From an optimization exercise on the open Yosys and OpenROAD flow, aimed at small area, a short achievable clock period and few clock cycles per item; shortcuts taken in it are not production practice.
Where RTL was checked, it was by simulation tests only, not by an equivalence proof against the original.
No functional check of the RTL was part of runs 1, 4 and 5.
Power figures rest on the tool's default switching activity, not on a simulated workload.

`design/flow/config.mk`:
```
export PLATFORM = sky130hd
export DESIGN_NAME = ordered_unique_list_table
export DESIGN_NICKNAME = ordered_unique_list_table
export VERILOG_FILES = /design/flow/design.v
export SDC_FILE = /design/flow/constraint.sdc
export NUM_CORES = 4
export LEC_CHECK = 0
export CAP_MARGIN = 20
export CORE_MARGIN = 2
export CORE_UTILIZATION = 70
export CTS_CLUSTER_DIAMETER = 60
export CTS_CLUSTER_SIZE = 20
export SETUP_SLACK_MARGIN = 2.3
export SLEW_MARGIN = 20
```
`design/flow/constraint.sdc`:
```
create_clock -name core_clock -period 4.5 [get_ports {clk}]
set_input_delay 0.9000 -clock core_clock [delete_from_list [all_inputs] [get_ports {clk}]]
set_output_delay 0.9000 -clock core_clock [all_outputs]
set_load 0.01 [all_outputs]
```
`design/flow/design.v`:
```
`timescale 1ns / 1ps
package oult_pkg;
  localparam int ValueW = 32;
  localparam int PosW   = 5;
  localparam int CountW = 5;
  typedef enum logic [1:0] {
    CMD_LOOKUP = 2'd0,
    CMD_INSERT = 2'd1,
    CMD_REMOVE = 2'd2,
    CMD_SPARE  = 2'd3
  } cmd_t;
  typedef enum logic [2:0] {
    STAT_OK       = 3'd0,
    STAT_RANGE    = 3'd1,
    STAT_DUP      = 3'd2,
    STAT_NOTFOUND = 3'd3,
    STAT_FULL     = 3'd4
  } status_t;
endpackage
`timescale 1ns / 1ps
module oult_cell (
  input  logic                          clk,
  input  logic                          load,
  input  logic [oult_pkg::ValueW-1:0]   wr_val,
  input  logic [oult_pkg::ValueW-1:0]   key,
  output logic                          eq
);
  logic [oult_pkg::ValueW-1:0] entry_r;
  always_ff @(posedge clk) begin
    if (load) entry_r <= wr_val;
  end
  assign eq = (entry_r == key);
endmodule
`timescale 1ns / 1ps
module ordered_unique_list_table #(
  parameter int CAPACITY = 16
) (
  input  logic        clk,
  input  logic        rst_n,
  input  logic        in_tvalid,
  output logic        in_tready,
  input  logic [39:0] in_tdata,    
  output logic        out_tvalid,
  input  logic        out_tready,
  output logic [15:0] out_tdata    
);
  localparam int CW   = $clog2(CAPACITY + 1);
  localparam int PW   = oult_pkg::PosW + 1;
  localparam int OUTQ = 3;
  localparam int OW   = $clog2(OUTQ + 1);
  localparam int RW   = 4 + oult_pkg::CountW;    
  logic [CAPACITY-1:0] valid_r;
  logic [CW-1:0]       count_r;
  logic                vld2_r;
  logic                ins2_r;      
  logic                rem2_r;      
  logic                bad2_r;      
  logic                ok2_r;       
  logic [CAPACITY-1:0] hit2_r;
  logic [CAPACITY-1:0] park2_r;     
  logic [CAPACITY-1:0] spare_r;
  logic [OUTQ-1:0]     qv_r;
  logic [RW-1:0]       qd_r [OUTQ];
  logic [OW-1:0]       outst_r;     
  logic                rdy_r;
  logic                        in_acc;
  logic [1:0]                  in_cmd;
  logic [oult_pkg::PosW-1:0]   in_pos;
  logic [oult_pkg::ValueW-1:0] in_val;
  assign in_tready = rdy_r;
  assign in_acc    = in_tvalid && rdy_r;
  assign in_cmd    = in_tdata[1:0];
  assign in_pos    = in_tdata[6:2];
  assign in_val    = in_tdata[38:7];
  logic                present;
  logic                full;
  logic                do_ins;
  logic                do_rem;
  logic [CAPACITY-1:0] ins_k;
  logic [CAPACITY-1:0] rem_k;
  logic [CW-1:0]       count_nxt;
  logic [2:0]          status;
  assign present = |hit2_r;
  assign full    = count_r[CW-1];    
  assign do_ins  = vld2_r && ok2_r && !present;
  assign do_rem  = vld2_r && rem2_r && present;
  assign ins_k   = park2_r & {CAPACITY{do_ins}};
  assign rem_k   = hit2_r & {CAPACITY{vld2_r && rem2_r}};
  logic [CW-1:0] count_inc, count_dec;
  assign count_inc = count_r + CW'(1);
  assign count_dec = count_r - CW'(1);
  assign count_nxt = do_ins ? count_inc : do_rem ? count_dec : count_r;
  always_comb begin
    if (ins2_r) begin
      if (bad2_r)       status = oult_pkg::STAT_RANGE;
      else if (present) status = oult_pkg::STAT_DUP;
      else if (full)    status = oult_pkg::STAT_FULL;
      else              status = oult_pkg::STAT_OK;
    end else begin
      status = present ? oult_pkg::STAT_OK : oult_pkg::STAT_NOTFOUND;
    end
  end
  logic [CAPACITY-1:0] valid_nxt;
  assign valid_nxt = (valid_r & ~rem_k) | ins_k;
  logic                no_spare;
  logic                parked2;
  logic [CAPACITY-1:0] park_nxt;
  assign no_spare = ~|spare_r;
  assign parked2  = |park2_r;
  assign park_nxt = spare_r |
                    ({CAPACITY{no_spare}} & (parked2 ? park2_r & {CAPACITY{!do_ins}} : rem_k));
  logic [CAPACITY-1:0] cand, cand_ins;
  logic [CAPACITY-1:0] first_c, first_ci;
  logic [CAPACITY-1:0] spare_nxt;
  assign cand     = (~valid_r | rem_k) & ~spare_r;
  assign cand_ins = cand & ~park2_r;
  always_comb begin
    for (int k = 0; k < CAPACITY; k++) begin
      first_c[k]  = cand[k] && !(|(cand & ((CAPACITY'(1) << k) - CAPACITY'(1))));
      first_ci[k] = cand_ins[k] && !(|(cand_ins & ((CAPACITY'(1) << k) - CAPACITY'(1))));
    end
  end
  assign spare_nxt = no_spare ? (parked2 ? rem_k : '0) :
                     do_ins   ? first_ci : first_c;
  logic [CAPACITY-1:0] eq_k;
  for (genvar k = 0; k < CAPACITY; k++) begin : g_slot
    oult_cell u_cell (
      .clk    (clk),
      .load   (park_nxt[k]),
      .wr_val (in_val),
      .key    (in_val),
      .eq     (eq_k[k])
    );
  end
  logic [CAPACITY-1:0] hit_nxt;
  assign hit_nxt = eq_k & valid_nxt;
  logic gt_inc, gt_same, gt_dec;
  logic bad_nxt, full_nxt;
  assign gt_inc  = PW'(in_pos) > PW'(count_inc);
  assign gt_same = PW'(in_pos) > PW'(count_r);
  assign gt_dec  = PW'(in_pos) > PW'(count_dec);
  assign bad_nxt  = do_ins ? gt_inc : do_rem ? gt_dec : gt_same;
  assign full_nxt = do_ins ? (count_r == CW'(CAPACITY - 1)) : do_rem ? 1'b0 : full;
  logic          push;
  logic [RW-1:0] res;
  assign push = vld2_r;
  assign res  = {count_nxt[oult_pkg::CountW-1:0], present, status};
  logic [OUTQ-1:0] qv_pop, qv_hold;
  logic [RW-1:0]   qd_pop [OUTQ];
  logic [RW-1:0]   qd_hold [OUTQ];
  always_comb begin
    for (int i = 0; i < OUTQ; i++) begin
      logic above, below, tgt_p, tgt_h;
      above = (i + 1 < OUTQ) ? qv_r[(i + 1) % OUTQ] : 1'b0;
      below = (i == 0) ? 1'b1 : qv_r[(i + OUTQ - 1) % OUTQ];
      tgt_h      = push && !qv_r[i] && below;
      qv_hold[i] = qv_r[i] || tgt_h;
      qd_hold[i] = tgt_h ? res : qd_r[i];
      tgt_p     = push && qv_r[i] && !above;
      qv_pop[i] = above || tgt_p;
      if (tgt_p)          qd_pop[i] = res;
      else if (i + 1 < OUTQ) qd_pop[i] = qd_r[(i + 1) % OUTQ];
      else                qd_pop[i] = qd_r[i];
    end
  end
  logic [OW-1:0] outst_pop, outst_hold;
  assign outst_pop  = in_acc ? outst_r : outst_r - OW'(1);
  assign outst_hold = in_acc ? outst_r + OW'(1) : outst_r;
  logic pop_sel;
  assign pop_sel = out_tready && qv_r[0];
  always_ff @(posedge clk) begin
    if (!rst_n) begin
      valid_r <= '0;
      count_r <= '0;
      spare_r <= CAPACITY'(1);
      vld2_r  <= 1'b0;
      qv_r    <= '0;
      outst_r <= '0;
      rdy_r   <= 1'b1;
    end else begin
      valid_r <= valid_nxt;
      count_r <= count_nxt;
      spare_r <= spare_nxt;
      vld2_r  <= in_acc;
      qv_r    <= pop_sel ? qv_pop : qv_hold;
      outst_r <= pop_sel ? outst_pop : outst_hold;
      rdy_r   <= pop_sel ? (outst_pop < OW'(OUTQ)) : (outst_hold < OW'(OUTQ));
    end
  end
  always_ff @(posedge clk) begin
    ins2_r  <= in_cmd == oult_pkg::CMD_INSERT;
    rem2_r  <= in_cmd == oult_pkg::CMD_REMOVE;
    bad2_r  <= bad_nxt;
    ok2_r   <= in_cmd == oult_pkg::CMD_INSERT && !bad_nxt && !full_nxt;
    hit2_r  <= hit_nxt;
    park2_r <= park_nxt;
    for (int i = 0; i < OUTQ; i++) qd_r[i] <= pop_sel ? qd_pop[i] : qd_hold[i];
  end
  assign out_tvalid = qv_r[0];
  assign out_tdata  = {7'd0, qd_r[0]};
endmodule
```
`design/flow/run.sh`:
```
#!/bin/bash
# synth_recipe.tcl (not shown) runs the flow's synth.tcl, then flattens the netlist and writes it again
# the make line also repeats each setting of config.mk as NAME=value (left out here)
make -C /OpenROAD-flow-scripts/flow DESIGN_CONFIG=/design/flow/config.mk WORK_HOME=/design/flow/orfs CLKGATE_MAP_FILE= SYNTH_SCRIPT=/design/flow/synth_recipe.tcl finish
```
==> results of run 1 <==
-- routing by layer --
metal  vias to the layer above  track usage
met1                      8298        0.492
met3                       199       0.0400
met2                      1065        0.580
met5                         -            0
met4                         0        0.105
li1                       6988            -
-- cell type report --
cell class | count | area, um^2
Clock buffer | 60 | 1110
Clock inverter | 11 | 176
Fill cell | 1690 | 5440
Inverter | 19 | 71.3
Multi-Input combinational cell | 1070 | 9420
Sequential cell | 619 | 17800
Tap cell | 468 | 586
Timing Repair Buffer | 202 | 2160
-- cell families (layout without fill, tap and decap cells) --
logic type               after synthesis  after routing  synth area share
AO/OA/AOI/OAI                        151            174            0.0408
AND/OR/NAND/NOR                      329            332            0.0730
XOR/XNOR                             521            521             0.174
adder cells (fa/ha/maj)               17             17           0.00810
flip-flops                           619            619             0.678
multiplexers                          19             19           0.00810
buffers and inverters                115            292            0.0185
other                                  1              7          0.000143
-- stage by stage --
stage / total power [W] / hold slack, ps / instances / worst slack (ps)
after floorplan: 0.00758 / 481 / 1778 / 2280
after global placement: 0.00793 / 501 / 2242 / 1480
after detailed placement: 0.00798 / 503 / 2242 / 1430
after CTS: 0.0120 / 504 / 2400 / 2170
after global routing: 0.0125 / 513 / 2449 / 2150
final: 0.0122 / 502 / 2449 / 2130
-- power groups by stage --
| stage | Combinational, W | Sequential (W) | Clock (W) |
|---|---|---|---|
| 2_1_floorplan | 0.000757 | 0.00683 | 0 |
| 3_3_place_gp | 0.00108 | 0.00685 | 0 |
| 3_5_place_dp | 0.00111 | 0.00687 | 0 |
| 4_1_cts | 0.00140 | 0.00674 | 0.00381 |
| 5_1_grt | 0.00170 | 0.00677 | 0.00401 |
| 6_report | 0.00162 | 0.00675 | 0.00381 |
-- registers in the layout (all words and copies together) (netlist names), 2 cells and up --
name,flops
g_slot.u_cell.entry_r,512
qv_r,3
outst_r,2
count_r,5
valid_r,16
hit2_r,16
park2_r,16
qd_r,27
spare_r,16
-- synthesized netlist by cell type, types with 3 or more instances --
master / instances / area share
a221oi_1: 3 / 0.0010
or4_1: 3 / 0.00086
inv_1: 18 / 0.0026
nor2b_1: 5 / 0.0012
ha_1: 17 / 0.0081
a211oi_1: 9 / 0.0026
buf_4: 7 / 0.0020
a2bb2oi_1: 4 / 0.0013
buf_1: 9 / 0.0013
a21o_1: 5 / 0.0014
nand4_1: 35 / 0.0083
o21ai_0: 13 / 0.0025
nand3_1: 35 / 0.0067
edfxtp_1: 539 / 0.62
nor2_1: 35 / 0.0050
xor2_1: 512 / 0.17
dfxtp_1: 80 / 0.061
mux2_2: 18 / 0.0077
nand2_1: 17 / 0.0024
clkbuf_1: 76 / 0.011
a22oi_1: 16 / 0.0046
nand2b_1: 4 / 0.00095
o22ai_1: 7 / 0.0017
nor4b_1: 3 / 0.0010
o31ai_1: 3 / 0.00086
o21bai_1: 16 / 0.0046
o21a_1: 5 / 0.0014
nor4_1: 145 / 0.035
and2_1: 8 / 0.0019
nor3_1: 21 / 0.0040
a21oi_2: 3 / 0.0010
o311a_1: 3 / 0.0011
and3_1: 4 / 0.00095
a32oi_1: 17 / 0.0057
xnor2_1: 9 / 0.0030
o211ai_1: 7 / 0.0020
a21oi_1: 29 / 0.0055
-- worst max-delay path by stage --
stage | startpoint | endpoint | slack (ps)
finish | park2_r[5]$_DFF_P_ | g_slot[5].u_cell.entry_r[7]$_DFFE_PP_ | 2130
global route | hit2_r[10]$_DFF_P_ | g_slot[4].u_cell.entry_r[4]$_DFFE_PP_ | 2150
CTS | hit2_r[15]$_DFF_P_ | g_slot[8].u_cell.entry_r[5]$_DFFE_PP_ | 2170
detailed placement | out_tready | qd_r[0][1]$_DFFE_PP_ | 1430
global placement | park2_r[11]$_DFF_P_ | g_slot[15].u_cell.entry_r[8]$_DFFE_PP_ | 1480
floorplan | hit2_r[9]$_DFF_P_ | g_slot[11].u_cell.entry_r[0]$_DFFE_PP_ | 2280
-- critical path: stages (launching register included) --
cell	delay, ps
dfxtp_1	420
nor4_2	350
and4_4	310
buf_4	220
a32oi_4	140
buf_12	160
o21bai_4	260
clkbuf_16	220
-- what timing repair did --
| action | CTS | global route |
|---|---|---|
| gates resized for setup | 137 | 107 |
| pin swaps | 52 | 52 |
| setup buffers | 60 | 42 |
| gates cloned | 27 | 7 |
| hold buffers | 0 | 0 |
| setup endpoints to repair | 631 | 576 |
==> reports/results.txt, run 1 <==
Fin area -> 0.0314 mm^2
Power Dens Cells -> 389 mW/mm^2
Final net count -> 2012
Most frequent cells in the layout -> 539 x edfxtp_1, 512 x xor2_1, 132 x nor4_1, 89 x buf_4, 66 x dfxtp_1
TritonCTS clock tree -> yes
P_sw -> 0.00304 W
Largest net degree at the start of global routing -> 38
Post-layout min period -> 2370 ps
Fmax -> 421 MHz
Synth Instances -> 1772
Max VDD drop -> 448 uV
Outcome -> timing/DRC/antenna clean
Worst r2r dst -> g_slot[5].u_cell.entry_r[7]$_DFFE_PP_
Die area -> 0.0391 mm^2
ANT cells -> 0
M1 wire length -> 26600 um
Layout cells sized above 1 -> 0.198
CP Max Fanout -> 8
Final WL -> 69700 um
Final GP Congestion -> 0.959
WHS Endpoint -> vld2_r$_SDFF_PN0_
Slew HR -> 0.402
CTS Buffer Depth -> 3
Die X -> 198 um
Ys async rst share -> 0
Met3 wire len -> 6630 um
Routed vias/inst -> 6.76
Clk sink count -> 619
Core ar. -> 0.0368 mm^2
Post-synth EDFFs -> 539
Setup TNS -> 0 ps
Cell Area, Synth -> 0.0263 mm^2
Netlist cell types -> 62
Post-detail-place hpwl -> 35200 um
Crit path DAT -> 2650 ps
1st-iter DRT viols -> 1978
Max-Cap Viols -> 0
Final cycle utilization of the critical path -> 0.527
Cts bufs inserted -> 39
H-tree depth -> 2
Dpl cell area -> 0.0274 mm^2
Final Util -> 0.852
#FFs+latches synth -> 619
Startpoint type of the worst setup path -> flip-flop
R2r worst-path depth -> 7
Gr ovfl total -> 0
Final ANT Viol Nets -> 0
# DRC -> 0
Highest routed layer -> met4
Setup-violating endpoint count in the final report -> 0
Critical path class -> flip-flop to flip-flop
Worst Tran Pin Value -> 898 ps
Clk root buf -> clkbuf_16
DIE HEIGHT -> 198 um
Routed wl met2 -> 33600 um
Worst-case clock skew -> 21.7 ps
Synth Flop Type -> edfxtp_1
Sequential cell area fraction in the yosys report -> 0.678
Sequential cell fraction of total power -> 0.554
All-Layer GR Usage -> 0.348
Vias in the first global route -> 15900
Initial antenna violation count -> 0
R2R Path Start -> park2_r[5]$_DFF_P_
Comb pwr share -> 0.133
Clk Latency, worst-skew pair -> 560 ps
Int Pwr -> 0.00915 W
Most common cell after layout, fill and taps aside -> edfxtp_1
Hold Startpoint -> rdy_r$_SDFF_PN1_
CP Capture Type -> flip-flop
Max-slew violations -> 0
Mean area per synthesized cell -> 14.8 um^2
Clock power frac -> 0.313
Yosys warning count -> 5
First-pass GRT wire length -> 99400 um
Wirelength per Cell -> 28.5 um
Hold Vio Cnt, Final -> 0
Clock transition at path regs -> 80 ps
Hold Path Depth -> 1
Net Sw Frac -> 0.249
Ports -> 62
TritonRoute pass-1 iters -> 6
Vias -> 16600
HP Class -> flip-flop to flip-flop
Initial Utilization -> 0.714
RSZ-0062 raised after global routing -> yes
Port Buffer Count -> 53
Lkg Pwr -> 10.8 nW
# rows -> 70
Area grow syn2layout -> 19.4%
Reg-to-reg slack, setup -> 2130 ps
Worst path required time -> 4780 ps
==> run 2: changes to the inputs <==
--- a/design/flow/design.v
+++ b/design/flow/design.v
@@ -59,2 +59,3 @@
   logic [CAPACITY-1:0] hit2_r;
+  logic                pres2_r;     
   logic [CAPACITY-1:0] park2_r;     
@@ -82,3 +83,3 @@
   logic [2:0]          status;
-  assign present = |hit2_r;
+  assign present = pres2_r;
   assign full    = count_r[CW-1];    
@@ -113,5 +114,7 @@
   logic [CAPACITY-1:0] first_c, first_ci;
+  logic                none_c;
   logic [CAPACITY-1:0] spare_nxt;
-  assign cand     = (~valid_r | rem_k) & ~spare_r;
+  assign cand     = ~valid_r & ~spare_r;
   assign cand_ins = cand & ~park2_r;
+  assign none_c   = ~|cand;
   always_comb begin
@@ -123,3 +126,4 @@
   assign spare_nxt = no_spare ? (parked2 ? rem_k : '0) :
-                     do_ins   ? first_ci : first_c;
+                     do_ins   ? first_ci :
+                     none_c   ? rem_k : first_c;
   logic [CAPACITY-1:0] eq_k;
@@ -195,2 +199,3 @@
     hit2_r  <= hit_nxt;
+    pres2_r <= |hit_nxt;
     park2_r <= park_nxt;
--- a/design/flow/config.mk
+++ b/design/flow/config.mk
@@ -9,6 +9,4 @@
 export CORE_MARGIN = 2
-export CORE_UTILIZATION = 70
-export CTS_CLUSTER_DIAMETER = 60
-export CTS_CLUSTER_SIZE = 20
-export SETUP_SLACK_MARGIN = 2.3
+export CORE_UTILIZATION = 60
+export SETUP_SLACK_MARGIN = 2.45
 export SLEW_MARGIN = 20
==> run 2 against run 1 <==
Compared with the run above:
- clock skew grew 3.5 ps
- global-route usage down 2.6 points
- sequential share of layout area shrank 4.6 points
- worst hold slack worse by 4.5 ps
- total power is 44% higher
- area after synthesis rose by 0.26%
- flip-flop and latch count rose by 1
- via count increased by 3.1%
- cell count is 12% higher
- critical path depth unchanged
- highest routed layer unchanged
==> reports/results.txt, run 2 <==
Outcome -> timing/DRC/antenna clean
Adder-cell share of the synthesized area -> 0.00808
Ports -> 62
Final ANT Viol Nets -> 0
Critical path class -> flip-flop to flip-flop
CP Max Fanout -> 4
Clk sink count -> 620
Wirelength per Cell -> 28.7 um
Synth cell count leaders -> 539 x edfxtp_1, 513 x xor2_1, 142 x nor4_1
Area contributors post-synth -> edfxtp_1 61%, xor2_1 17%, dfxtp_1 6.2%, nor4_1 3.4%, nand4_1 0.93%
Hold Vio Cnt, Final -> 0
Final GP Congestion -> 0.922
Synth Instances -> 1786
Dominant cell type by area after synthesis -> edfxtp_1
Slew HR -> 0.259
RSZ-0062 raised after global routing -> yes
Max-Cap Viols -> 0
Final cycle utilization of the critical path -> 0.519
Most used standard cell by instance count after synthesis -> edfxtp_1
Yosys warning count -> 5
Synth Flop Type -> edfxtp_1
Post-synthesis simple-gate area fraction -> 0.0794
First-pass GRT wire length -> 104000 um
TritonCTS clock tree -> yes
Largest register by flop count -> g_slot.u_cell.entry_r
Share of the synthesized area in the top cell type -> 0.615
Post-layout min period -> 2340 ps
Fmax -> 428 MHz
Final net count -> 2157
Max VDD drop -> 412 uV
Post-detail-place hpwl -> 38700 um
Cell Area, Synth -> 0.0263 mm^2
Area grow syn2layout -> 30.1%
# rows -> 76
Mean area per synthesized cell -> 14.7 um^2
Netlist cell types -> 58
Xor/xnor share of the synthesized area -> 0.173
Layout cells sized above 1 -> 0.283
Setup TNS -> 0 ps
Clk root buf -> clkbuf_16
Setup-violating endpoint count in the final report -> 0
Final WL -> 78400 um
Mux cell area share after synthesis -> 0.00808
CTS Buffer Depth -> 3
TritonRoute pass-1 iters -> 6
#FFs+latches synth -> 620
Die X -> 213 um
Max reg flops -> 512
Gr ovfl total -> 0
Most common cell after layout, fill and taps aside -> edfxtp_1
Vias in the first global route -> 16000
Crit path DAT -> 2860 ps
Worst-case clock skew -> 25.2 ps
Worst Tran Pin Value -> 1110 ps
Synth Area in Compound Gates -> 0.0362
H-tree depth -> 3
1st-iter DRT viols -> 2202
Worst path required time -> 5020 ps
Cts hold-fix bufs -> 0
Ys async rst share -> 0
# DRC -> 0
Fin cells -> 2733
HP Class -> flip-flop to flip-flop
All-Layer GR Usage -> 0.323
Clock transition at path regs -> 60 ps
Post-synth EDFFs -> 539
CP Capture Type -> flip-flop
Sequential cell area fraction in the yosys report -> 0.676
Cts bufs inserted -> 66
Startpoint type of the worst setup path -> flip-flop
Power Dens Cells -> 514 mW/mm^2
Port Buffer Count -> 53
Lkg Pwr -> 12.2 nW
Largest net degree at the start of global routing -> 34
Most frequent cells in the layout -> 539 x edfxtp_1, 511 x xor2_1, 134 x buf_4, 98 x nor4_1, 84 x clkbuf_16
Largest registers -> g_slot.u_cell.entry_r: 512 flops, qd_r: 27 flops
Initial antenna violation count -> 0
DIE HEIGHT -> 213 um
Clk Latency, worst-skew pair -> 610 ps
Core ar. -> 0.0432 mm^2
Largest family of logic cells by synthesized area -> XOR/XNOR gates
Initial Utilization -> 0.610
Placed insts -> 2420
Routed vias/inst -> 6.25
Max-slew violations -> 0
Die area -> 0.0456 mm^2
Vias -> 17100
## run 2: cell count changes after synthesis, moves of 8 or more
cell      before  now
nor2b_1        5   23
o21ai_0       13   23
nand3_1       35   18
buf_2          1   32
a21oi_1       29   10
a211oi_1       9    0
nor3_1        21   33
clkbuf_1      76   55
inv_1         18   10
nand2_1       17   36
## run 2: worst paths after layout
check | from | to | slack (ps) | cells past startpoint
max | park2_r[4]$_DFF_P_ | spare_r[12]$_SDFF_PN0_ | 2160 | 7
min | rdy_r$_SDFF_PN1_ | vld2_r$_SDFF_PN0_ | 500 | 1
max reg2reg | park2_r[4]$_DFF_P_ | spare_r[12]$_SDFF_PN0_ | 2160 | 7
min reg2reg | rdy_r$_SDFF_PN1_ | vld2_r$_SDFF_PN0_ | 500 | 1
## run 2: timing repair
action                                  4_1_cts  5_1_grt
gates cloned                                 22       19
endpoints found under the setup margin      613      495
resized for setup                           288      149
buffers inserted                             99       53
pin swaps                                    62       56
## run 2: cells by family (layout without fill, tap and decap cells)
family | count (synthesis) | in the layout
flops | 620 | 620
xor+xnor | 521 | 521
simple gates | 366 | 367
compound gates | 134 | 146
buf+inv | 108 | 450
mux | 19 | 19
fa+ha+maj | 17 | 17
other cells | 1 | 8
## run 2: worst max-delay path, stage by stage, from the launching register on
cell and delay [ps]:
dfxtp_1 510, or3_1 240, o31ai_1 120, or4b_4 560, nand4bb_4 260, o41ai_2 280
a31oi_1 160, nor2b_1 120
## run 2: power breakdown
group	switching, W	internal, W	leakage (nW)
Clock	0.00220	0.00310	1.01
Combinational	0.00233	0.00205	5.60
Sequential	0.000486	0.00741	5.61
## run 2: cell type report
class / instances / area (um^2)
timing repair buffer: 320 / 3970
antenna: 1 / 2.50
tap: 585 / 732
multi-input combinational: 1077 / 9550
clock inverter: 22 / 209
sequential: 620 / 17900
fill: 2417 / 8930
inverter: 11 / 46.3
clock buffer: 97 / 1860
## run 2: layer usage
| metal | GRT usage | up-vias | wire [um] |
|---|---|---|---|
| met5 | 0 | - | 0 |
| met4 | 0.116 | 0 | 3530 |
| met3 | 0.0606 | 223 | 7000 |
| li1 | - | 7262 | - |
| met2 | 0.518 | 919 | 37100 |
| met1 | 0.445 | 8664 | 30800 |
## run 2: stage by stage
stage / setup slack (ps) / hold slack (ps) / instance area [um^2] / power, W / utilization
global placement: 1190 / 489 / 28200 / 0.0102 / 0.653
floorplan: 2320 / 422 / 27600 / 0.00965 / -
global route: 2150 / 523 / 34200 / 0.0181 / 0.793
CTS: 2310 / 497 / 32700 / 0.0167 / 0.757
finish: 2160 / 498 / 34200 / 0.0176 / 0.793
detailed placement: 1170 / 478 / 28200 / 0.0103 / 0.653
Testbench counts of run 2, summed over its fixed seeds: cycles 12,016, items 12,000.
==> run 3: changes to the inputs <==
--- a/design/flow/config.mk
+++ b/design/flow/config.mk
@@ -10,3 +10,3 @@
 export CORE_UTILIZATION = 60
-export SETUP_SLACK_MARGIN = 2.45
+export SETUP_SLACK_MARGIN = 2.2
 export SLEW_MARGIN = 20
==> run 3 against run 2 <==
Compared with the run above:
- first-iteration DRC count down 27%
- critical endpoint is now g_slot[15].u_cell.entry_r[5]$_DFFE_PP_
- global-route usage down 2.9 points
- flip-flop and latch count unchanged
- non-clock buffer count down 135
- cell count down 5.0%
- worst hold slack about the same
- synthesized cell count unchanged
- sequential power down 0.6%
- maximum frequency up 4.2%
- largest cell class unchanged
- clock skew down 13 ps
- area after synthesis unchanged
- via count down 9.4%
==> reports/results.txt, run 3 <==
HP Class -> flip-flop to flip-flop
Yosys warning count -> 5
Power Dens Cells -> 511 mW/mm^2
Area contributors post-synth -> edfxtp_1 61%, xor2_1 17%, dfxtp_1 6.2%, nor4_1 3.4%, nand4_1 0.93%
All-Layer GR Usage -> 0.294
Synth cell count leaders -> 539 x edfxtp_1, 513 x xor2_1, 142 x nor4_1
Vias in the first global route -> 15100
Most frequent cells in the layout -> 539 x edfxtp_1, 513 x xor2_1, 128 x nor4_1, 105 x buf_4, 67 x dfxtp_1
R2r worst-path depth -> 5
# rows -> 76
First-pass GRT wire length -> 96900 um
Sequential cell fraction of total power -> 0.491
Largest net degree at the start of global routing -> 43
Largest register by flop count -> g_slot.u_cell.entry_r
Dpl cell area -> 0.0278 mm^2
Hold Vio Cnt, Final -> 0
Post-detail-place hpwl -> 37800 um
Sequential cell area fraction in the yosys report -> 0.676
Crit path largest cell delay -> 620 ps
Clock power frac -> 0.312
Synth Instances -> 1786
Final GP Congestion -> 0.892
Most common cell after layout, fill and taps aside -> edfxtp_1
Wirelength per Cell -> 25.1 um
P_sw -> 0.00445 W
Initial Utilization -> 0.610
Fin area -> 0.0313 mm^2
TritonRoute pass-1 iters -> 5
Clk root buf -> clkbuf_16
Die area -> 0.0456 mm^2
# DRC -> 0
Startpoint type of the worst setup path -> flip-flop
Hold Path Depth -> 2
Cell-by-cell trace of the critical path -> nand3b_1 -> buf_4 -> a32oi_1 -> o21bai_4 -> buf_12
DIE HEIGHT -> 213 um
Final ANT Viol Nets -> 0
CP Capture Type -> flip-flop
Post-layout min period -> 2240 ps
Critical path class -> flip-flop to flip-flop
Net Sw Frac -> 0.278
Max VDD drop -> 460 uV
Fmax -> 446 MHz
Setup-violating endpoint count in the final report -> 0
#FFs+latches synth -> 620
Max-slew violations -> 0
Outcome -> timing/DRC/antenna clean
Lkg Pwr -> 10.9 nW
CTS Buffer Depth -> 3
Routed vias/inst -> 5.96
Final Util -> 0.725
Port Buffer Count -> 53
Setup TNS -> 0 ps
Gr ovfl total -> 0
Reg-to-reg slack, setup -> 2260 ps
Die X -> 213 um
Dpl ws -> 1130 ps
Worst Tran Pin Value -> 883 ps
Most used standard cell by instance count after synthesis -> edfxtp_1
Core ar. -> 0.0432 mm^2
Clk Latency, worst-skew pair -> 620 ps
Final WL -> 65300 um
Final net count -> 2020
1st-iter DRT viols -> 1604
TritonCTS clock tree -> yes
Comb pwr share -> 0.197
Clk sink count -> 620
H-tree depth -> 2
Mean area per synthesized cell -> 14.7 um^2
Clock transition at path regs -> 60 ps
Layout cells sized above 1 -> 0.182
Post-synth EDFFs -> 539
Worst-case clock skew -> 12.1 ps
RSZ-0062 raised after global routing -> no
CP Max Fanout -> 24
Max reg flops -> 512
Fin cells -> 2596
ANT cells -> 0
Initial antenna violation count -> 1
Placed insts -> 2397
Ports -> 62
Ys async rst share -> 0
Cell Area, Synth -> 0.0263 mm^2
Synth Flop Type -> edfxtp_1
Largest registers -> g_slot.u_cell.entry_r: 512 flops, qd_r: 27 flops
Vias -> 15500
Cts bufs inserted -> 61
CP max-delay cell -> a32oi_1
Final worst setup slack -> 2260 ps
Crit path DAT -> 2620 ps
Int Pwr -> 0.0116 W
Worst path required time -> 4880 ps
Final cycle utilization of the critical path -> 0.498
Dominant cell type by area after synthesis -> edfxtp_1
Cts hold-fix bufs -> 0
Area grow syn2layout -> 18.9%
Netlist cell types -> 58
Max-Cap Viols -> 0
Slew HR -> 0.410
Share of the synthesized area in the top cell type -> 0.615
[run 3: worst paths after layout]
check	startpoint	end
max	pres2_r$_DFF_P_	g_slot[15].u_cell.entry_r[5]$_DFFE_PP_
max reg2reg	pres2_r$_DFF_P_	g_slot[15].u_cell.entry_r[5]$_DFFE_PP_
min	hit2_r[8]$_DFF_P_	spare_r[8]$_SDFF_PN0_
min reg2reg	hit2_r[8]$_DFF_P_	spare_r[8]$_SDFF_PN0_
[run 3: cell families (layout without fill, tap and decap cells)]
| kind of cell | after synthesis | count (layout) | synth area share |
|---|---|---|---|
| other | 1 | 7 | 0.000142 |
| AOI/OAI and AO/OA | 134 | 150 | 0.0362 |
| muxes | 19 | 19 | 0.00808 |
| buffers and inverters | 108 | 311 | 0.0182 |
| and+or+nand+nor | 366 | 366 | 0.0794 |
| adders and majority gates | 17 | 17 | 0.00808 |
| xor gates and xnor gates | 521 | 521 | 0.173 |
| DFF | 620 | 620 | 0.676 |
[run 3: timing repair]
item | 4_1_cts | 5_1_grt
hold endpoints to repair | 0 | 0
buffers inserted | 60 | 8
pin swaps | 32 | 7
gates resized for setup | 94 | 43
cloned | 16 | 0
endpoints found under the setup margin | 588 | 414
[run 3: routing by layer]
layer,global-route usage,part of all wire
met2,0.472,0.47
met1,0.430,0.44
met4,0.0635,0.016
met5,0,0
met3,0.0445,0.067
[run 3: per-stage QoR]
stage,hold slack [ps],power [W]
after floorplan,421,0.00946
after global placement,476,0.0101
after detailed placement,488,0.0102
after CTS,506,0.0159
after global routing,520,0.0166
final,498,0.0160
[run 3: layout make-up]
class | instances | area, um^2
Inverter | 11 | 41.3
Multi-Input combinational cell | 1080 | 8830
Timing Repair Buffer | 185 | 1890
Clock buffer | 86 | 1720
Tap cell | 585 | 732
Sequential cell | 620 | 17800
Fill cell | 2838 | 11900
Clock inverter | 29 | 241
[run 3: power groups by stage]
stage               clock, W  combinational (W)  sequential, W
CTS                  0.00507            0.00298        0.00784
global route         0.00529            0.00337        0.00794
floorplan                  0            0.00161        0.00785
detailed placement         0            0.00225        0.00795
global placement           0            0.00221        0.00791
finish               0.00500            0.00314        0.00785
[run 3: critical path: cells and delay by family (launching register included)]
kind / cells / cell delay, ps
AO/OA/AOI/OAI: 2 / 770
buffers and inverters: 2 / 520
flip-flops: 1 / 390
AND/OR/NAND/NOR: 1 / 290
==> run 4: changes to the inputs <==
--- a/design/flow/design.v
+++ b/design/flow/design.v
@@ -48,3 +48,3 @@
   localparam int PW   = oult_pkg::PosW + 1;
-  localparam int OUTQ = 3;
+  localparam int OUTQ = 4;
   localparam int OW   = $clog2(OUTQ + 1);
@@ -67,2 +67,3 @@
   logic                        in_acc;
+  logic                        vld1_r;
   logic [1:0]                  in_cmd;
@@ -72,5 +73,2 @@
   assign in_acc    = in_tvalid && rdy_r;
-  assign in_cmd    = in_tdata[1:0];
-  assign in_pos    = in_tdata[6:2];
-  assign in_val    = in_tdata[38:7];
   logic                present;
@@ -179,2 +177,3 @@
       spare_r <= CAPACITY'(1);
+      vld1_r  <= 1'b0;
       vld2_r  <= 1'b0;
@@ -187,3 +186,4 @@
       spare_r <= spare_nxt;
-      vld2_r  <= in_acc;
+      vld1_r  <= in_acc;
+      vld2_r  <= vld1_r;
       qv_r    <= pop_sel ? qv_pop : qv_hold;
@@ -194,2 +194,5 @@
   always_ff @(posedge clk) begin
+    in_cmd  <= in_tdata[1:0];
+    in_pos  <= in_tdata[6:2];
+    in_val  <= in_tdata[38:7];
     ins2_r  <= in_cmd == oult_pkg::CMD_INSERT;
--- a/design/flow/config.mk
+++ b/design/flow/config.mk
@@ -10,3 +10,3 @@
 export CORE_UTILIZATION = 60
-export SETUP_SLACK_MARGIN = 2.2
+export SETUP_SLACK_MARGIN = 2.45
 export SLEW_MARGIN = 20
==> run 4 against run 3 <==
Compared with the run above:
- still clean on timing, DRC and antenna
- register-to-register slack lost 30 ps
- cell count is 11% higher
- combinational power is 43% lower
- area after synthesis up 4.9%
- flip-flop and latch count grew 51
- maximum frequency down 1.5%
- sequential share of layout area decreased by 3.6 points
==> reports/results.txt, run 4 <==
Outcome -> timing/DRC/antenna clean
Wirelength per Cell -> 27.6 um
Final GP Congestion -> 0.970
Ports -> 62
Gr ovfl total -> 0
Share of the synthesized area in the top cell type -> 0.596
Routed vias/inst -> 6.16
#FFs+latches synth -> 671
Mean area per synthesized cell -> 14.9 um^2
Most common cell after layout, fill and taps aside -> edfxtp_1
Most frequent cells in the layout -> 548 x edfxtp_1, 512 x xor2_1, 188 x buf_4, 115 x nor4_1, 78 x clkbuf_16
Critical path class -> flip-flop to flip-flop
Initial Utilization -> 0.609
Fmax -> 439 MHz
Crit path DAT -> 2800 ps
P_sw -> 0.00356 W
Synth Instances -> 1854
Lkg Pwr -> 12.9 nW
DIE HEIGHT -> 219 um
Multi-input logic area -> 0.00962 mm^2
Final WL -> 79500 um
Ys async rst share -> 0
# DRC -> 0
Layout cells sized above 1 -> 0.292
Clk root buf -> clkbuf_16
# rows -> 78
Cts bufs inserted -> 68
CP Max Fanout -> 5
Comb pwr share -> 0.123
Hold Vio Cnt, Final -> 0
Max reg flops -> 512
Synth cell count leaders -> 548 x edfxtp_1, 512 x xor2_1, 142 x nor4_1
Startpoint type of the worst setup path -> flip-flop
Vias in the first global route -> 16800
Final cycle utilization of the critical path -> 0.506
Setup TNS -> 0 ps
Yosys warning count -> 5
Die X -> 219 um
Final net count -> 2283
Dominant cell type by area after synthesis -> edfxtp_1
First-pass GRT wire length -> 111000 um
Synth Flop Type -> edfxtp_1
Net Sw Frac -> 0.245
Pwr Total -> 0.0146 W
Fillers -> 2554
Initial antenna violation count -> 3
All-Layer GR Usage -> 0.326
Clk sink count -> 671
Max-Cap Viols -> 0
Post-synth EDFFs -> 548
Vias -> 17700
Worst-case clock skew -> 23.5 ps
HP Class -> flip-flop to flip-flop
Netlist cell types -> 63
Core ar. -> 0.0454 mm^2
RSZ-0062 raised after global routing -> yes
Post-detail-place hpwl -> 40700 um
Die area -> 0.0478 mm^2
TritonRoute pass-1 iters -> 8
Largest register by flop count -> g_slot.u_cell.entry_r
Final ANT Viol Nets -> 0
Area grow syn2layout -> 29.7%
Sequential cell fraction of total power -> 0.496
Cell Area, Synth -> 0.0276 mm^2
TritonCTS clock tree -> yes
1st-iter DRT viols -> 2033
Sequential cell area fraction in the yosys report -> 0.685
Worst path required time -> 5020 ps
Max-slew violations -> 0
Clk Latency, worst-skew pair -> 610 ps
CTS Buffer Depth -> 3
Most used standard cell by instance count after synthesis -> edfxtp_1
CP Capture Type -> flip-flop
Clock transition at path regs -> 70 ps
Slew HR -> 0.557
Largest net degree at the start of global routing -> 24
Largest registers -> g_slot.u_cell.entry_r: 512 flops, qd_r: 36 flops, in_val: 32 flops
Port Buffer Count -> 53
Int Pwr -> 0.0110 W
Post-layout min period -> 2280 ps
Power Dens Cells -> 407 mW/mm^2
Area contributors post-synth -> edfxtp_1 60%, xor2_1 16%, dfxtp_1 8.9%, nor4_1 3.2%, buf_2 1.3%
Clock power frac -> 0.381
Setup-violating endpoint count in the final report -> 0
H-tree depth -> 3
Max VDD drop -> 410 uV
Worst Tran Pin Value -> 655 ps
Storage element area -> 0.0191 mm^2
[run 4: changes by cell type after synthesis, moves of 9 or more]
cell,delta
dfxtp_1,+42
buf_2,+41
clkbuf_1,-40
nor2_1,+21
nor2b_1,-17
edfxtp_1,+9
[run 4: critical path, stage by stage (launching register included)]
cell and delay [ps]:
dfxtp_2 380, nor4_4 330, nand4_1 280, clkbuf_16 240, buf_8 130, buf_4 140
nor2_4 220, a31oi_4 100, nor2_1 150, a31oi_1 70, nor2_1 150
[run 4: power by group through the flow]
| stage | clock network [W] | logic, W | registers [W] |
|---|---|---|---|
| final | 0.00555 | 0.00180 | 0.00723 |
| after global routing | 0.00583 | 0.00188 | 0.00724 |
| after CTS | 0.00556 | 0.00149 | 0.00722 |
| after detailed placement | 0 | 0.000947 | 0.00744 |
| after global placement | 0 | 0.000926 | 0.00743 |
| after floorplan | 0 | 0.000705 | 0.00730 |
[run 4: repair_timing]
action	CTS	global route
hold buffers	0	0
endpoints found under the setup margin	641	565
gates cloned	23	8
setup buffers	175	60
pin swaps	62	50
resized for setup	236	121
[run 4: cells by family after synthesis]
| kind of cell | count (synthesis) | synth area share |
|---|---|---|
| buf+inv | 114 | 0.0202 |
| fa+ha+maj | 19 | 0.00861 |
| compound gates | 139 | 0.0355 |
| xor+xnor | 522 | 0.166 |
| simple gates | 362 | 0.0745 |
| flops | 671 | 0.685 |
| other cells | 1 | 0.000136 |
| mux | 26 | 0.0106 |
[run 4: layout make-up]
class,instances,share of cell area
clock inverters,29,0.00650
repair buffers,365,0.113
multi-input cells,1096,0.269
repair inverters,1,0.000140
inverters,17,0.00196
well taps,600,0.0210
clock buffers,96,0.0545
flip-flops and latches,671,0.534
diodes,2,0.000140
[run 4: path summary, 6_finish.rpt]
kind                                       startpoint                     to  slack, ps  cells after the start
worst max-delay path            spare_r[8]$_SDFF_PN0_  spare_r[3]$_SDFF_PN0_       2220                     10
worst max register to register  spare_r[8]$_SDFF_PN0_  spare_r[3]$_SDFF_PN0_       2220                     10
worst min-delay path                vld1_r$_SDFF_PN0_      vld2_r$_SDFF_PN0_        430                      1
worst min register to register      vld1_r$_SDFF_PN0_      vld2_r$_SDFF_PN0_        430                      1
[run 4: routing by layer]
layer	vias up	part of all wire	track usage
met5	-	0.00031	0
met4	4	0.036	0.104
met3	196	0.094	0.0633
met2	986	0.47	0.513
met1	8910	0.40	0.460
li1	7632	-	-
[run 4: stage by stage]
stage,util,std cells,hold slack [ps],worst slack (ps),cell area [um^2]
final,0.789,2877,433,2220,35800
after global routing,0.789,2875,443,2190,35800
after CTS,0.762,2807,433,2360,34600
after detailed placement,0.645,2484,408,1280,29300
after global placement,0.645,2484,396,1270,29300
after floorplan,-,1860,384,2330,28000
==> run 5: changes to the inputs <==
--- a/design/flow/design.v
+++ b/design/flow/design.v
@@ -48,3 +48,3 @@
   localparam int PW   = oult_pkg::PosW + 1;
-  localparam int OUTQ = 4;
+  localparam int OUTQ = 3;
   localparam int OW   = $clog2(OUTQ + 1);
@@ -67,3 +67,2 @@
   logic                        in_acc;
-  logic                        vld1_r;
   logic [1:0]                  in_cmd;
@@ -73,2 +72,5 @@
   assign in_acc    = in_tvalid && rdy_r;
+  assign in_cmd    = in_tdata[1:0];
+  assign in_pos    = in_tdata[6:2];
+  assign in_val    = in_tdata[38:7];
   logic                present;
@@ -110,18 +112,24 @@
                     ({CAPACITY{no_spare}} & (parked2 ? park2_r & {CAPACITY{!do_ins}} : rem_k));
-  logic [CAPACITY-1:0] cand, cand_ins;
-  logic [CAPACITY-1:0] first_c, first_ci;
+  logic [CAPACITY-1:0] cand;
+  logic [CAPACITY-1:0] first_c;
   logic                none_c;
   logic [CAPACITY-1:0] spare_nxt;
-  assign cand     = ~valid_r & ~spare_r;
-  assign cand_ins = cand & ~park2_r;
-  assign none_c   = ~|cand;
+  assign cand   = ~valid_r & ~spare_r & ~park2_r;
+  assign none_c = ~|cand;
+  localparam int NG = CAPACITY / 4;
+  logic [NG-1:0] grp_any;
   always_comb begin
+    for (int g = 0; g < NG; g++) grp_any[g] = |cand[4*g +: 4];
     for (int k = 0; k < CAPACITY; k++) begin
-      first_c[k]  = cand[k] && !(|(cand & ((CAPACITY'(1) << k) - CAPACITY'(1))));
-      first_ci[k] = cand_ins[k] && !(|(cand_ins & ((CAPACITY'(1) << k) - CAPACITY'(1))));
-    end
-  end
-  assign spare_nxt = no_spare ? (parked2 ? rem_k : '0) :
-                     do_ins   ? first_ci :
-                     none_c   ? rem_k : first_c;
+      logic lower_grp, lower_in;
+      lower_grp = 1'b0;
+      for (int g = 0; g < NG; g++) if (g < k / 4) lower_grp = lower_grp | grp_any[g];
+      lower_in = 1'b0;
+      for (int j = 0; j < 4; j++) if (4 * (k / 4) + j < k) lower_in = lower_in | cand[4 * (k / 4) + j];
+      first_c[k] = cand[k] && !lower_in && !lower_grp;
+    end
+  end
+  assign spare_nxt = no_spare            ? (parked2 ? rem_k : '0) :
+                     !none_c             ? first_c :
+                     (parked2 && !do_ins) ? park2_r : rem_k;
   logic [CAPACITY-1:0] eq_k;
@@ -177,3 +185,2 @@
       spare_r <= CAPACITY'(1);
-      vld1_r  <= 1'b0;
       vld2_r  <= 1'b0;
@@ -186,4 +193,3 @@
       spare_r <= spare_nxt;
-      vld1_r  <= in_acc;
-      vld2_r  <= vld1_r;
+      vld2_r  <= in_acc;
       qv_r    <= pop_sel ? qv_pop : qv_hold;
@@ -194,5 +200,2 @@
   always_ff @(posedge clk) begin
-    in_cmd  <= in_tdata[1:0];
-    in_pos  <= in_tdata[6:2];
-    in_val  <= in_tdata[38:7];
     ins2_r  <= in_cmd == oult_pkg::CMD_INSERT;
--- a/design/flow/config.mk
+++ b/design/flow/config.mk
@@ -10,3 +10,3 @@
 export CORE_UTILIZATION = 60
-export SETUP_SLACK_MARGIN = 2.45
+export SETUP_SLACK_MARGIN = 2.2
 export SLEW_MARGIN = 20
==> run 5 against run 4 <==
Compared with the run above:
- still clean on timing, DRC and antenna
- wire length shrank 19%
- synthesized cell count shrank 4.6%
- first-iteration DRC count shrank 27%
- worst setup slack lost 61 ps
- total power grew 13%
- critical endpoint is now ok2_r$_DFF_P_
==> reports/results.txt, run 5 <==
CP Capture Type -> flip-flop
Int Pwr -> 0.0117 W
Worst path required time -> 5010 ps
P_sw -> 0.00476 W
Most used standard cell by instance count after synthesis -> edfxtp_1
Clk Latency, worst-skew pair -> 620 ps
Final net count -> 1957
Startpoint type of the worst setup path -> input port
RSZ-0062 raised after global routing -> yes
Post-detail-place hpwl -> 37500 um
Wirelength per Cell -> 25.4 um
R2r worst-path depth -> 11
Final ANT Viol Nets -> 0
First-pass GRT wire length -> 94100 um
Die area -> 0.0453 mm^2
Worst Tran Pin Value -> 986 ps
Fin Hold WS -> 510 ps
Share of the synthesized area in the top cell type -> 0.619
DIE HEIGHT -> 213 um
#FFs+latches synth -> 620
Cell Area, Synth -> 0.0262 mm^2
Mean area per synthesized cell -> 14.8 um^2
Largest registers -> g_slot.u_cell.entry_r: 512 flops, qd_r: 27 flops
# rows -> 76
Final GP Congestion -> 0.926
Net Sw Frac -> 0.289
Max-slew violations -> 0
TritonRoute pass-1 iters -> 5
Final cycle utilization of the critical path -> 0.520
Post-layout min period -> 2340 ps
Vias in the first global route -> 14700
Initial antenna violation count -> 0
Storage element area -> 0.0178 mm^2
Port Buffer Count -> 53
Lkg Pwr -> 10.6 nW
Critical path class -> input port to flip-flop
Setup TNS -> 0 ps
1st-iter DRT viols -> 1474
Multi-input logic area -> 0.00846 mm^2
Synth cell count leaders -> 539 x edfxtp_1, 513 x xor2_1, 142 x nor4_1
Synth Instances -> 1768
Ports -> 62
Clock power frac -> 0.305
ANT cells -> 0
Slew HR -> 0.342
Area grow syn2layout -> 15.9%
Cts bufs inserted -> 61
Clk sink count -> 620
Outcome -> timing/DRC/antenna clean
# DRC -> 0
Post-synth EDFFs -> 539
CP Max Fanout -> 3
Cts hold-fix bufs -> 0
Clk root buf -> clkbuf_16
Max-Cap Viols -> 0
Comb pwr share -> 0.190
Synth Flop Type -> edfxtp_1
Hold Path Depth -> 1
TritonCTS clock tree -> yes
Hold Vio Cnt, Final -> 0
Fmax -> 428 MHz
Clock transition at path regs -> 60 ps
Sequential cell area fraction in the yosys report -> 0.681
Most common cell after layout, fill and taps aside -> edfxtp_1
Sequential cell fraction of total power -> 0.506
CTS Buffer Depth -> 3
Netlist cell types -> 53
All-Layer GR Usage -> 0.288
Most frequent cells in the layout -> 539 x edfxtp_1, 513 x xor2_1, 137 x nor4_1, 89 x buf_4, 64 x dfxtp_1
Max reg flops -> 512
H-tree depth -> 2
Fillers -> 2921
Die X -> 213 um
Setup-violating endpoint count in the final report -> 0
Yosys warning count -> 5
HP Class -> flip-flop to flip-flop
Largest net degree at the start of global routing -> 45
Final WL -> 64200 um
Gr ovfl total -> 0
Initial Utilization -> 0.607
Dominant cell type by area after synthesis -> edfxtp_1
Crit path DAT -> 2840 ps
Area contributors post-synth -> edfxtp_1 62%, xor2_1 17%, dfxtp_1 6.2%, nor4_1 3.4%, o21ai_0 1.0%
Power Dens Cells -> 543 mW/mm^2
Layout cells sized above 1 -> 0.166
Largest register by flop count -> g_slot.u_cell.entry_r
Worst-case clock skew -> 23.4 ps
Core ar. -> 0.0431 mm^2
Max VDD drop -> 405 uV
Ys async rst share -> 0
Vias -> 15100
Routed vias/inst -> 5.97
==> run 5: cell count changes after synthesis, sizes merged, moves of 10 or more <==
cell	previous run	this run
nor2	64	27
o21ai	23	53
a32oi	17	0
or3	11	1
buf	82	44
clkbuf	15	49
a21o	1	18
nor2b	6	24
nand2	33	55
o21bai	17	0
dfxtp	123	81
==> run 5: power groups by stage <==
stage	Combinational (W)	Sequential, W	Clock [W]
global route	0.00340	0.00843	0.00529
global placement	0.00257	0.00836	0
detailed placement	0.00262	0.00841	0
finish	0.00312	0.00832	0.00502
CTS	0.00297	0.00831	0.00509
floorplan	0.00190	0.00828	0
==> run 5: path summary, 6_finish.rpt <==
kind / from / endpoint / slack [ps]
worst max-delay path: in_tdata[3] / ok2_r$_DFF_P_ / 2160
worst min-delay path: rdy_r$_SDFF_PN1_ / vld2_r$_SDFF_PN0_ / 510
worst max register to register: count_r[0]$_SDFF_PN0_ / ok2_r$_DFF_P_ / 2160
worst min register to register: rdy_r$_SDFF_PN1_ / vld2_r$_SDFF_PN0_ / 510
==> run 5: through the flow <==
stage          std cells  worst slack, ps  instance area (um^2)  power [W]   util
5_1_grt             2530             2100                 30300     0.0171  0.704
4_1_cts             2516             2140                 30000     0.0164  0.696
2_1_floorplan       1774             1990                 26300     0.0102      -
3_5_place_dp        2383             1180                 27500     0.0110  0.637
3_3_place_gp        2383             1170                 27500     0.0109  0.637
6_report            2530             2160                 30300     0.0165  0.704
==> run 5: area by class of cell <==
cell class | count | area share
Timing Repair Buffer | 139 | 0.0415
Tap cell | 585 | 0.0241
Clock inverter | 28 | 0.00800
Sequential cell | 620 | 0.588
Clock buffer | 84 | 0.0572
Inverter | 14 | 0.00190
Multi-Input combinational cell | 1060 | 0.279
==> run 5: critical path, cell delays in order <==
cell,delay [ps]
clkdlybuf4s15_2,260
ha_4,270
nor2b_1,120
o21a_1,160
o21a_1,160
o21a_1,160
o22a_1,180
a221o_1,340
nor4bb_1,290
==> run 5: timing repair <==
action | in CTS | in global routing
setup endpoints to repair | 579 | 539
setup buffers | 11 | 11
pin swaps | 24 | 14
gates resized for setup | 122 | 61
gates cloned | 10 | 3
==> run 5: per-layer routing <==
metal	wire length, um	GRT usage
met5	0	0
met4	1520	0.0834
met2	30500	0.464
met1	27700	0.408
met3	4580	0.0478
==> run 5: logic make-up (layout without fill, tap and decap cells) <==
logic type               after synthesis  in the layout  synth area share
AO/OA/AOI/OAI                        133            146            0.0339
XOR/XNOR                             521            521             0.174
adder cells (fa/ha/maj)               17             17           0.00813
buffers and inverters                107            265            0.0185
flip-flops                           620            620             0.681
multiplexers                          19             19           0.00813
other                                  1              7          0.000143
AND/OR/NAND/NOR                      350            350            0.0762
==> run 6: changes to the inputs <==
--- a/design/flow/design.v
+++ b/design/flow/design.v
@@ -89,6 +89,3 @@
   assign rem_k   = hit2_r & {CAPACITY{vld2_r && rem2_r}};
-  logic [CW-1:0] count_inc, count_dec;
-  assign count_inc = count_r + CW'(1);
-  assign count_dec = count_r - CW'(1);
-  assign count_nxt = do_ins ? count_inc : do_rem ? count_dec : count_r;
+  assign count_nxt = do_ins ? count_r + CW'(1) : do_rem ? count_r - CW'(1) : count_r;
   always_comb begin
@@ -146,7 +143,16 @@
   assign hit_nxt = eq_k & valid_nxt;
-  logic gt_inc, gt_same, gt_dec;
-  logic bad_nxt, full_nxt;
-  assign gt_inc  = PW'(in_pos) > PW'(count_inc);
-  assign gt_same = PW'(in_pos) > PW'(count_r);
-  assign gt_dec  = PW'(in_pos) > PW'(count_dec);
+  localparam int NC = CAPACITY + 2;    
+  logic [NC-1:0] pos_gt;                
+  logic [NC-1:0] cnt_is;                
+  logic          gt_inc, gt_same, gt_dec;
+  logic          bad_nxt, full_nxt;
+  always_comb begin
+    for (int c = 0; c < NC; c++) begin
+      pos_gt[c] = PW'(in_pos) > PW'(c);
+      cnt_is[c] = PW'(count_r) == PW'(c);
+    end
+  end
+  assign gt_same = |(pos_gt & cnt_is);
+  assign gt_inc  = |(pos_gt & {cnt_is[NC-2:0], 1'b0});    
+  assign gt_dec  = |(pos_gt & {1'b0, cnt_is[NC-1:1]});    
   assign bad_nxt  = do_ins ? gt_inc : do_rem ? gt_dec : gt_same;
==> run 6 against run 5 <==
Compared with the run above:
- global-route usage is 0.051 points higher
- wire length is 4.3% higher
- design area is 1.3% higher
- maximum frequency is 0.51% higher
- sequential power hardly changed
- clock skew is 1.4 ps lower
- clock-buffer cell count is 3 higher
- via count is 6.0% higher
- largest cell class unchanged
==> reports/results.txt, run 6 <==
Power Dens Cells -> 538 mW/mm^2
Sequential cell area fraction in the yosys report -> 0.668
Crit path DAT -> 2880 ps
1st-iter DRT viols -> 1713
Final WL -> 67000 um
Pwr Total -> 0.0165 W
Final net count -> 2028
Max VDD drop -> 411 uV
RSZ-0062 raised after global routing -> yes
Max reg flops -> 512
Synth Flop Type -> edfxtp_1
Mux cell area share after synthesis -> 0.00835
#FFs+latches synth -> 620
Outcome -> timing/DRC/antenna clean
Worst path required time -> 5060 ps
Clk root buf -> clkbuf_16
Lkg Pwr -> 10.7 nW
Final ANT Viol Nets -> 0
CTS Buffer Depth -> 3
Synth cell count leaders -> 539 x edfxtp_1, 513 x xor2_1, 146 x nor4_1
Most common cell after layout, fill and taps aside -> edfxtp_1
# rows -> 77
TritonRoute pass-1 iters -> 5
Most frequent cells in the layout -> 539 x edfxtp_1, 513 x xor2_1, 138 x nor4_1, 81 x buf_4, 77 x dfxtp_1
DIE HEIGHT -> 215 um
Die area -> 0.0462 mm^2
ANT cells -> 0
Gr ovfl total -> 0
Worst-case clock skew -> 21.9 ps
Post-layout min period -> 2330 ps
Max-Cap Viols -> 0
Mean area per synthesized cell -> 14.3 um^2
Ys async rst share -> 0
Vias -> 16000
Initial antenna violation count -> 1
Layout cells sized above 1 -> 0.159
Area grow syn2layout -> 15.2%
Cell Area, Synth -> 0.0267 mm^2
Cts bufs inserted -> 60
Synth Area in Compound Gates -> 0.0440
Setup-violating endpoint count in the final report -> 0
Post-synthesis simple-gate area fraction -> 0.0850
Final GP Congestion -> 0.882
Worst Tran Pin Value -> 732 ps
Most used standard cell by instance count after synthesis -> edfxtp_1
Post-detail-place hpwl -> 39100 um
Clock transition at path regs -> 70 ps
Dominant cell type by area after synthesis -> edfxtp_1
Final cycle utilization of the critical path -> 0.517
Largest net degree at the start of global routing -> 45
Max-slew violations -> 0
Largest registers -> g_slot.u_cell.entry_r: 512 flops, qd_r: 27 flops
First-pass GRT wire length -> 98600 um
CP Max Fanout -> 11
Vias in the first global route -> 15700
All-Layer GR Usage -> 0.288
Synth Instances -> 1862
Slew HR -> 0.508
Port Buffer Count -> 53
Critical path class -> flip-flop to flip-flop
Largest register by flop count -> g_slot.u_cell.entry_r
Clk Latency, worst-skew pair -> 640 ps
TritonCTS clock tree -> yes
HP Class -> flip-flop to flip-flop
CP Capture Type -> flip-flop
Setup TNS -> 0 ps
Core ar. -> 0.0440 mm^2
Dpl cell area -> 0.0280 mm^2
Hold Vio Cnt, Final -> 0
Clk sink count -> 620
Share of the synthesized area in the top cell type -> 0.607
Yosys warning count -> 5
Startpoint type of the worst setup path -> flip-flop
Ports -> 62
Initial Utilization -> 0.606
Post-synth EDFFs -> 539
Adder-cell share of the synthesized area -> 0.00319
H-tree depth -> 2
# DRC -> 0
Fmax -> 430 MHz
Routed vias/inst -> 6.11
Die X -> 215 um
Xor/xnor share of the synthesized area -> 0.170
Wirelength per Cell -> 25.6 um
Fin area -> 0.0307 mm^2
Netlist cell types -> 69
Largest family of logic cells by synthesized area -> XOR/XNOR gates
Fin Hold WS -> 490 ps
Area contributors post-synth -> edfxtp_1 61%, xor2_1 17%, dfxtp_1 6.1%, nor4_1 3.4%, buf_2 1.4%
run 6: path summary, 6_finish.rpt:
check	cells after the start	startpoint	end	slack, ps
max	7	spare_r[1]$_SDFF_PN0_	spare_r[0]$_SDFF_PN1_	2170
min	2	hit2_r[12]$_DFF_P_	spare_r[12]$_SDFF_PN0_	490
max reg2reg	7	spare_r[1]$_SDFF_PN0_	spare_r[0]$_SDFF_PN1_	2170
min reg2reg	2	hit2_r[12]$_DFF_P_	spare_r[12]$_SDFF_PN0_	490
run 6: cell type report:
cell class              count  area (um^2)
flip-flops and latches    620        17800
clock buffers              87         1730
clock inverters            26          235
inverters                   9         33.8
well taps                 592          741
repair buffers            142         1320
fillers                  3015        13300
multi-input cells        1145         8870
run 6: timing repair:
item / in CTS / in global routing
pin swaps: 16 / 6
endpoints found under the setup margin: 577 / 542
hold buffers: 0 / 0
setup buffers: 5 / 7
gates cloned: 13 / 3
gates resized for setup: 111 / 47
run 6: metal layers:
layer / global-route usage / wire [um] / up-vias
met5: 0 / 0 / -
met1: 0.409 / 28300 / 8106
li1: - / - / 7124
met3: 0.0350 / 5010 / 107
met2: 0.474 / 32000 / 683
met4: 0.0817 / 1620 / 0
run 6: cell families (layout without fill, tap and decap cells):
| family | count (synthesis) | in the layout |
|---|---|---|
| AO/OA/AOI/OAI | 180 | 194 |
| XOR/XNOR | 517 | 517 |
| adder cells (fa/ha/maj) | 7 | 7 |
| buffers and inverters | 119 | 264 |
| flip-flops | 620 | 620 |
| multiplexers | 20 | 20 |
| other | 1 | 7 |
| AND/OR/NAND/NOR | 398 | 400 |
run 6: worst max-delay path, cell delays in order (launching register included):
cell and delay, ps:
dfxtp_1 540, nor3_1 190, nor4_4 440, nand3b_1 320, nor4_4 310, buf_12 180, a21oi_1 70, o221ai_1 190
run 6: power by group:
group	switching, W	internal, W	total (W)
Sequential	0.000570	0.00776	0.00833
Clock	0.00213	0.00285	0.00498
Combinational	0.00217	0.00107	0.00324
run 6: metrics by stage:
| step | cells | setup WS (ps) | util |
|---|---|---|---|
| global placement | 2480 | 992 | 0.636 |
| floorplan | 1868 | 2060 | - |
| global route | 2621 | 2120 | 0.698 |
| detailed placement | 2480 | 1050 | 0.636 |
| finish | 2621 | 2170 | 0.698 |
| CTS | 2611 | 2150 | 0.692 |
Testbench counts of run 6, summed over its fixed seeds: cycles 12,016, items 12,000.
==> run 7: changes to the inputs <==
--- a/design/flow/config.mk
+++ b/design/flow/config.mk
@@ -10,2 +10,4 @@
 export CORE_UTILIZATION = 60
+export CTS_CLUSTER_DIAMETER = 80
+export CTS_CLUSTER_SIZE = 25
 export SETUP_SLACK_MARGIN = 2.2
==> run 7 against run 6 <==
Compared with the run above:
- die area did not move
- critical path type is now input port to flip-flop
- design area fell by 2.2%
- synthesized cell count did not move
- sequential power barely moved
- still clean
==> reports/results.txt, run 7 <==
Sequential cell area fraction in the yosys report -> 0.668
Largest register by flop count -> g_slot.u_cell.entry_r
WHS Endpoint -> spare_r[12]$_SDFF_PN0_
Int Pwr -> 0.0105 W
Port Buffer Count -> 53
Lkg Pwr -> 10.4 nW
Fmax -> 441 MHz
Bufs and invs on worst path -> 2
R2r worst-path depth -> 5
Share of the synthesized area in the top cell type -> 0.607
Largest net degree at the start of global routing -> 45
TritonRoute pass-1 iters -> 5
Slew HR -> 0.474
Cell Area, Synth -> 0.0267 mm^2
1st-iter DRT viols -> 1874
Cts hold-fix bufs -> 0
CP max-delay cell -> nor4_1
Final WL -> 67400 um
Setup-violating endpoint count in the final report -> 0
Synth Flop Type -> edfxtp_1
Max-Cap Viols -> 0
Cts bufs inserted -> 34
Max reg flops -> 512
Most used standard cell by instance count after synthesis -> edfxtp_1
Final cycle utilization of the critical path -> 0.503
Gr ovfl total -> 0
Xor/xnor share of the synthesized area -> 0.170
Family with the most delay on the worst path -> simple AND/OR/NAND/NOR gates
CTS Buffer Depth -> 3
Clk root buf -> clkbuf_16
Worst path required time -> 4990 ps
Netlist cell types -> 69
Post-synthesis simple-gate area fraction -> 0.0850
Final GP Congestion -> 0.882
Mean area per synthesized cell -> 14.3 um^2
Final ANT Viol Nets -> 0
Cell repeated most along the worst path -> nand4_1
Synth Instances -> 1862
Worst Tran Pin Value -> 783 ps
Dominant cell type by area after synthesis -> edfxtp_1
Adder-cell share of the synthesized area -> 0.00319
Post-layout min period -> 2270 ps
Setup TNS -> 0 ps
Die area -> 0.0462 mm^2
# rows -> 77
Final Util -> 0.683
Synth cell count leaders -> 539 x edfxtp_1, 513 x xor2_1, 146 x nor4_1
Area grow syn2layout -> 12.7%
Most common cell after layout, fill and taps aside -> edfxtp_1
Reg-to-reg slack, setup -> 2240 ps
RSZ-0062 raised after global routing -> yes
Ports -> 62
Dpl cell area -> 0.0280 mm^2
Power Dens Cells -> 505 mW/mm^2
Clk Latency, worst-skew pair -> 570 ps
Clock transition at path regs -> 90 ps
All-Layer GR Usage -> 0.287
Cell-by-cell trace of the critical path -> buf_6 -> buf_4 -> xor2_1 -> nor4_1 -> nand4_1 -> nor3_1 -> nor4_2 -> nand4_1
Hold Path Depth -> 2
First-pass GRT wire length -> 97400 um
Synth Area in Compound Gates -> 0.0440
H-tree depth -> 2
Startpoint type of the worst setup path -> input port
ANT cells -> 0
Final net count -> 2007
Max VDD drop -> 496 uV
Routed vias/inst -> 6.16
Post-detail-place hpwl -> 39100 um
CP Capture Type -> flip-flop
Net Sw Frac -> 0.311
Ys async rst share -> 0
Worst-case clock skew -> 18.4 ps
Worst r2r dst -> g_slot[14].u_cell.entry_r[16]$_DFFE_PP_
Post-synth EDFFs -> 539
Hold Vio Cnt, Final -> 0
Yosys warning count -> 5
P_sw -> 0.00472 W
Mux cell area share after synthesis -> 0.00835
R2R Path Start -> park2_r[13]$_DFF_P_
TritonCTS clock tree -> yes
Largest family of logic cells by synthesized area -> XOR/XNOR gates
Vias -> 15800
CP Max Fanout -> 26
Crit path DAT -> 2760 ps
Initial Utilization -> 0.606
Largest registers -> g_slot.u_cell.entry_r: 512 flops, qd_r: 27 flops
Most frequent cells in the layout -> 539 x edfxtp_1, 513 x xor2_1, 131 x nor4_1, 80 x buf_4, 76 x dfxtp_1
Fin area -> 0.0301 mm^2
HP Class -> flip-flop to flip-flop
Outcome -> timing/DRC/antenna clean
#FFs+latches synth -> 620
Layout cells sized above 1 -> 0.153
Sequential cell fraction of total power -> 0.549
Pwr Total -> 0.0152 W
Critical path class -> input port to flip-flop
Max-slew violations -> 0
Die X -> 215 um
Vias in the first global route -> 15400
Wirelength per Cell -> 26.2 um
Crit path largest cell delay -> 440 ps
Initial antenna violation count -> 1
Comb pwr share -> 0.221
Clk sink count -> 620
Clock power frac -> 0.230
DIE HEIGHT -> 215 um
Area contributors post-synth -> edfxtp_1 61%, xor2_1 17%, dfxtp_1 6.1%, nor4_1 3.4%, buf_2 1.4%
Hold Startpoint -> hit2_r[12]$_DFF_P_
Core ar. -> 0.0440 mm^2
# DRC -> 0
run 7: layout make-up:
cell class | count | area (um^2)
Tap cell | 592 | 741
Inverter | 9 | 33.8
Clock inverter | 13 | 118
Timing Repair Buffer | 145 | 1350
Fill cell | 3094 | 14000
Multi-Input combinational cell | 1147 | 9000
Sequential cell | 620 | 17800
Clock buffer | 48 | 998
run 7: worst min-delay path, cell delays in order (launching register included):
cell and delay (ps):
dfxtp_1 320, nand4_1 60, a21boi_0 70
run 7: how the worst max path moves through the flow:
stage,slack (ps),depth (start not counted),start,end
floorplan,2060,7,in_tdata[4],bad2_r$_DFF_P_
global placement,990,7,in_tdata[6],bad2_r$_DFF_P_
detailed placement,1050,7,in_tdata[6],bad2_r$_DFF_P_
CTS,2180,4,out_tready,qd_r[2][6]$_DFFE_PP_
global route,2150,5,park2_r[13]$_DFF_P_,g_slot[13].u_cell.entry_r[9]$_DFFE_PP_
finish,2230,8,in_tdata[18],pres2_r$_DFF_P_
run 7: repair_timing:
action                     CTS  global route
gates cloned                13             5
setup endpoints to repair  581           541
resized for setup          125            69
pin swaps                   16            16
setup buffers                6             9
run 7: logic make-up (layout without fill, tap and decap cells):
group                      after synthesis  in the layout
DFF                                    620            620
xor gates and xnor gates               517            517
and+or+nand+nor                        398            400
AOI/OAI and AO/OA                      180            196
buffers and inverters                  119            215
muxes                                   20             20
adders and majority gates                7              7
other                                    1              7
run 7: layer usage:
layer | vias to the layer above | global-route usage | share of wire
met5 | - | 0 | 0
met1 | 8042 | 0.396 | 0.42
met4 | 0 | 0.0863 | 0.027
li1 | 7065 | - | -
met3 | 108 | 0.0572 | 0.080
met2 | 634 | 0.464 | 0.47
run 7: power groups by stage:
stage	Sequential [W]	Clock (W)	Combinational (W)
6_report	0.00833	0.00349	0.00335
5_1_grt	0.00843	0.00374	0.00361
4_1_cts	0.00830	0.00355	0.00309
3_5_place_dp	0.00842	0	0.00270
3_3_place_gp	0.00836	0	0.00263
2_1_floorplan	0.00828	0	0.00192
run 7: through the flow:
stage          worst slack [ps]  hold WS [ps]  cells
4_1_cts                    2180           500   2560
2_1_floorplan              2060           406   1868
3_3_place_gp                992           469   2480
3_5_place_dp               1050           486   2480
5_1_grt                    2150           530   2574
6_report                   2230           498   2574

port drivers added, routing unchanged:
The flow's constraints put no driver on any port. The routed layouts listed below were extracted and timed again, unchanged, in two steps. Step 1: set_driving_cell puts a clkbuf_16 on clk and a buf_2 on each other input, an assumption about the parent block. Step 2 times the ports against the registers' clock, not the clock port: input delays grow and output delays shrink by t, the midpoint of the rising clock arrivals with the driver on. Slacks: no drivers / after step 1 / after step 2; pairs: no drivers / after step 1.
run | shift t [ns] | setup WS [ns] | worst data-port slew with drivers (ns)
run 1 | 0.609 | 2.127 / 2.127 / 1.745 | 0.04
run 2 | 0.651 | 2.163 / 2.163 / 1.765 | 0.07
run 3 | 0.673 | 2.258 / 2.233 / 1.625 | 0.04
run 4 | 0.661 | 2.223 / 2.223 / 1.930 | 0.04
run 5 | 0.672 | 2.162 / 2.163 / 1.523 | 0.04
run 6 | 0.690 | 2.174 / 2.174 / 1.572 | 0.05
run 7 | 0.621 | 2.234 / 2.242 / 1.633 | 0.04
After both steps setup and hold are still met in every run listed. For run 5, which loses most, drivers alone change the setup slack by +0.001 ns; drivers and shift together by -0.639 ns.
